This design comes from an exercise in tuning for small area on the open sky130 flow, not from production work.
The RTL was checked by simulation tests, not by an equivalence proof against the original design.
No activity file was given, so power comes from the tool's default toggle rates.

## PW
==> flow/design.v <==
package gpio_pkg;
   localparam int NUM_PINS = 32;
   localparam int DATA_W   = 32;
   localparam int ADDR_W   = 8;
   typedef logic [NUM_PINS-1:0] pins_t;
   function automatic logic [2:0] type_enc(input logic [2:0] t);
      case (t)
         3'd0:    type_enc = 3'b000;
         3'd1:    type_enc = 3'b001;
         3'd2:    type_enc = 3'b100;
         3'd3:    type_enc = 3'b010;
         3'd4:    type_enc = 3'b110;
         3'd5:    type_enc = 3'b101;
         3'd6:    type_enc = 3'b011;
         default: type_enc = 3'b111;
      endcase
   endfunction
   function automatic logic [2:0] type_dec(input logic [2:0] e);
      case (e)
         3'b000:  type_dec = 3'd0;
         3'b001:  type_dec = 3'd1;
         3'b100:  type_dec = 3'd2;
         3'b010:  type_dec = 3'd3;
         3'b110:  type_dec = 3'd4;
         3'b101:  type_dec = 3'd5;
         3'b011:  type_dec = 3'd6;
         default: type_dec = 3'd7;
      endcase
   endfunction
endpackage
`timescale 1ns/1ps
module gpio_in_sync
(
   input  logic        PCLK,
   input  logic        PRESETN,
   input  logic [31:0] gpio_in_i,
   output logic [31:0] s2_o,
   output logic [31:0] s3_o
);
   logic [31:0] stage1_q;
   logic [31:0] stage2_q;
   logic [31:0] stage3_q;
   always_ff @(posedge PCLK or negedge PRESETN)
   begin
      if (!PRESETN)
         stage1_q <= '0;
      else
         stage1_q <= gpio_in_i;
   end
   always_ff @(posedge PCLK)
   begin
      stage2_q <= stage1_q;
      stage3_q <= stage2_q;
   end
   assign s2_o = stage2_q;
   assign s3_o = stage3_q;
endmodule
`timescale 1ns/1ps
module gpio_top
(
   input  logic                          PCLK,
   input  logic                          PRESETN,
   input  logic                          psel_i,
   input  logic                          penable_i,
   input  logic                          pwrite_i,
   input  logic [gpio_pkg::ADDR_W-1:0]   paddr_i,
   input  logic [gpio_pkg::DATA_W-1:0]   pwdata_i,
   input  gpio_pkg::pins_t               gpio_in_i,
   output logic [gpio_pkg::DATA_W-1:0]   prdata_o,
   output logic                          pready_o,
   output logic                          pslverr_o,
   output gpio_pkg::pins_t               gpio_out_o,
   output gpio_pkg::pins_t               gpio_oe_o,
   output gpio_pkg::pins_t               int_o,
   output logic                          int_or_o
);
   logic [7:0]   cfg_q [32];
   logic [31:0]  gpout_q;
   logic [31:0]  gpout_d_q;
   logic         gpout_vld_q;
   logic         gpout_we;
   logic [31:0]  irq_d_q;
   logic         irq_vld_q;
   logic [31:0]  irq_q;
   logic [31:0]  flag_n_q;
   logic [31:0]  s2;
   logic [31:0]  s3;
   logic         wr_en;
   logic         cfg_hit;
   logic [31:0]  pin_sel;
   logic [31:0]  cfg_we;
   logic [7:0]   wcfg;
   logic [7:0]   cfg_rd;
   logic         type_chg;
   logic         irq_wr;
   logic         irq_clr_any;
   logic [31:0]  lvl_int;
   logic [31:0]  set;
   logic [31:0]  gpin;
   assign irq_q = irq_d_q & {32{irq_vld_q}};
   assign pready_o  = 1'b1;
   assign pslverr_o = 1'b0;
   gpio_in_sync i_gpio_in_sync
   (
      .PCLK       (PCLK),
      .PRESETN    (PRESETN),
      .gpio_in_i  (gpio_in_i),
      .s2_o       (s2),
      .s3_o       (s3)
   );
   assign wr_en   = psel_i & penable_i & pwrite_i;
   assign cfg_hit = (paddr_i <= 8'h7C);
   always_comb
      for (int i = 0; i < 32; i++)
      begin
         pin_sel[i] = cfg_hit & (paddr_i[6:2] == 5'(i));
         cfg_we[i]  = wr_en & pin_sel[i];
      end
   assign wcfg = {gpio_pkg::type_enc(pwdata_i[7:5]), pwdata_i[4:0]};
   always_ff @(posedge PCLK or negedge PRESETN)
      if (!PRESETN)
         for (int i = 0; i < 32; i++)
            cfg_q[i] <= '0;
      else
         for (int i = 0; i < 32; i++)
            if (cfg_we[i])
               cfg_q[i] <= wcfg;
   always_ff @(posedge PCLK)
      if (gpout_we)
         gpout_d_q <= pwdata_i;
   always_ff @(posedge PCLK or negedge PRESETN)
      if (!PRESETN)
         gpout_vld_q <= 1'b0;
      else if (gpout_we)
         gpout_vld_q <= 1'b1;
   assign gpout_q = gpout_d_q & {32{gpout_vld_q}};
   always_comb
   begin
      cfg_rd = '0;
      for (int i = 0; i < 32; i++)
         cfg_rd = cfg_rd | (pin_sel[i] ? cfg_q[i] : 8'h00);
   end
   assign type_chg = ~wcfg[3] | wcfg[5] | (wcfg[7:6] != cfg_rd[7:6]);
   assign irq_wr      = wr_en & (paddr_i == 8'h80);
   assign gpout_we    = wr_en & (paddr_i == 8'hA0);
   assign irq_clr_any = irq_wr & (|pwdata_i);
   always_comb
      for (int i = 0; i < 32; i++)
      begin
         lvl_int[i] = ~cfg_q[i][7] & ~cfg_q[i][6] & (s3[i] ^ cfg_q[i][5]);
         set[i]     = cfg_q[i][3] & ~cfg_q[i][5] &
                      ((cfg_q[i][7] & s2[i] & ~s3[i]) | (cfg_q[i][6] & ~s2[i] & s3[i]));
         int_o[i]   = cfg_q[i][3] & (~flag_n_q[i] | lvl_int[i]);
         gpio_out_o[i] = gpout_q[i] & cfg_q[i][0];
         gpio_oe_o[i]  = cfg_q[i][2] & cfg_q[i][0];
         gpin[i]       = s3[i] & cfg_q[i][1];
      end
   assign int_or_o = |int_o;
   always_ff @(posedge PCLK)
      for (int i = 0; i < 32; i++)
         flag_n_q[i] <= ~(cfg_q[i][3] & ~(cfg_we[i] & type_chg) &
                          (set[i] | (~flag_n_q[i] & ~(irq_wr & pwdata_i[i]))));
   always_ff @(posedge PCLK)
      if (irq_clr_any)
         irq_d_q <= irq_d_q & ~pwdata_i;
      else
         irq_d_q <= int_o;
   always_ff @(posedge PCLK or negedge PRESETN)
      if (!PRESETN)
         irq_vld_q <= 1'b0;
      else if (!irq_clr_any)
         irq_vld_q <= 1'b1;
   always_comb
   begin
      prdata_o = {24'h0, cfg_rd[4:0]} | {24'h0, gpio_pkg::type_dec(cfg_rd[7:5]), 5'h0};
      case (paddr_i)
         8'h80:   prdata_o = irq_q;
         8'h90:   prdata_o = gpin;
         8'hA0:   prdata_o = gpout_q;
         default: ;
      endcase
   end
endmodule
clock: 10.0 ns
lec_check: 0
abc_area: 1
cap_margin: 0
core_margin: 2
core_utilization: 60
place_density: 0.8
slew_margin: 0
standard.sh (not shown) runs the stock make flow with config.mk's settings and CLKGATE_MAP_FILE= SYNTH_SCRIPT=/design/flow/synth_recipe.tcl, a recipe that flattens the netlist after the stock synthesis.
==> flow/flow/run.sh <==
#!/bin/bash
# Standard ORFS layout (standard.sh) with these changes:
#  - synthesis maps the logic with flow/abc_area.script (ABC_AREA=1 picks it up);
#    the rest of synthesis is the standard script, so the registers are the same
#  - after synthesis, flow/mux_a22o.py rewrites 2:1 muxes that share a select as
#    and-or cells with one shared inverter (combinational cells only)
#  - ports are buffered with the smallest buffer (buf_1)
#  - clock tree: larger sink clusters, no dummy loads (flow/cts_args)
set -euo pipefail
W=$(pwd)
R=$W/orfs/results/sky130hd/gpio_top/base
rm -rf "$W/scripts_alt"
cp -r "$FLOW_HOME/scripts" "$W/scripts_alt"
cp "$W/flow/abc_area.script" "$W/scripts_alt/abc_area.script"
bash standard.sh "SCRIPTS_DIR=$W/scripts_alt" synth > "$W/synth.log" 2>&1
cp "$R/1_2_yosys.v" "$W/1_2_yosys_abc.v"
python3 "$W/flow/mux_a22o.py" "$W/1_2_yosys_abc.v" "$R/1_2_yosys.v" > "$W/mux_a22o.log" 2>&1
rm -f "$R/1_synth.odb" "$R/1_synth.sdc"
bash standard.sh synth > "$W/synth_odb.log" 2>&1
bash standard.sh "BUFFER_PORTS_ARGS=-buffer_cell sky130_fd_sc_hd__buf_1" \
   "CTS_ARGS=$(cat "$W/flow/cts_args")" finish > "$W/layout.log" 2>&1
test -f "$W/out/final.def"
Other scripts of this flow, unchanged in this note and not shown: flow/flow/abc_area.script, flow/flow/cts_args, flow/flow/mux_a22o.py
Input changes introduced in MS (baseline for comparison: PW):
--- a/flow/design.v
+++ b/flow/design.v
@@ -159,13 +159,13 @@
    always_ff @(posedge PCLK)
       for (int i = 0; i < 32; i++)
          flag_n_q[i] <= ~(cfg_q[i][3] & ~(cfg_we[i] & type_chg) &
                           (set[i] | (~flag_n_q[i] & ~(irq_wr & pwdata_i[i]))));
    always_ff @(posedge PCLK)
       if (irq_clr_any)
-         irq_d_q <= irq_d_q & ~pwdata_i;
+         irq_d_q <= irq_q & ~pwdata_i;
       else
          irq_d_q <= int_o;
    always_ff @(posedge PCLK or negedge PRESETN)
       if (!PRESETN)
          irq_vld_q <= 1'b0;
       else if (!irq_clr_any)
Findings:
Wire length of the first global-routing pass in MS is about 1.9% above PW.
MS and PW ended up with nearly the same starting utilization of the core area.
Clock input transition at the sequential cells of the worst setup and hold paths: MS > PW
MS vs. PW: sequential share of layout area ~0 delta, final cell utilization of the core ~0 delta, filler-free cell count of the finished design moved down, horizontal extent of the die roughly the same, number of inserted filler cells in the final layout rose 129.
MS against PW; overall power is up slightly.
Compared with PW, MS shows share of the clock period used by the worst path after layout higher by 4.6 points.
Diff PW -> MS | maximum operating frequency | down by a few percent
Cmp MS vs PW: sum of routed wire length over all layers higher in MS

-- re-timing with driven ports --
The results above use ideal ports. As a check the final layouts listed here were re-extracted and re-timed, cells and wires unchanged. Step 1 assumes that a clkbuf_16 drives the clock port and a buf_2 every other input. Step 2 also shifts input and output timing later by t, the mid clock arrival at the registers, as if the neighbouring blocks saw the same clock. Three values: ideal, step 1, step 2; two values: the first two.
run	shift t [ns]	setup slack, ns	worst slew at a driven data input, ns	cell pins on the clock port's net
PW	0.595	2.835 / 2.773 / 2.773	0.08	1
MS	0.594	2.371 / 2.347 / 2.347	0.06	1
After both steps setup and hold are still met in every run listed. The setup slack of PW, which loses most, moves by -0.062 ns with the drivers and by -0.062 ns with both steps.
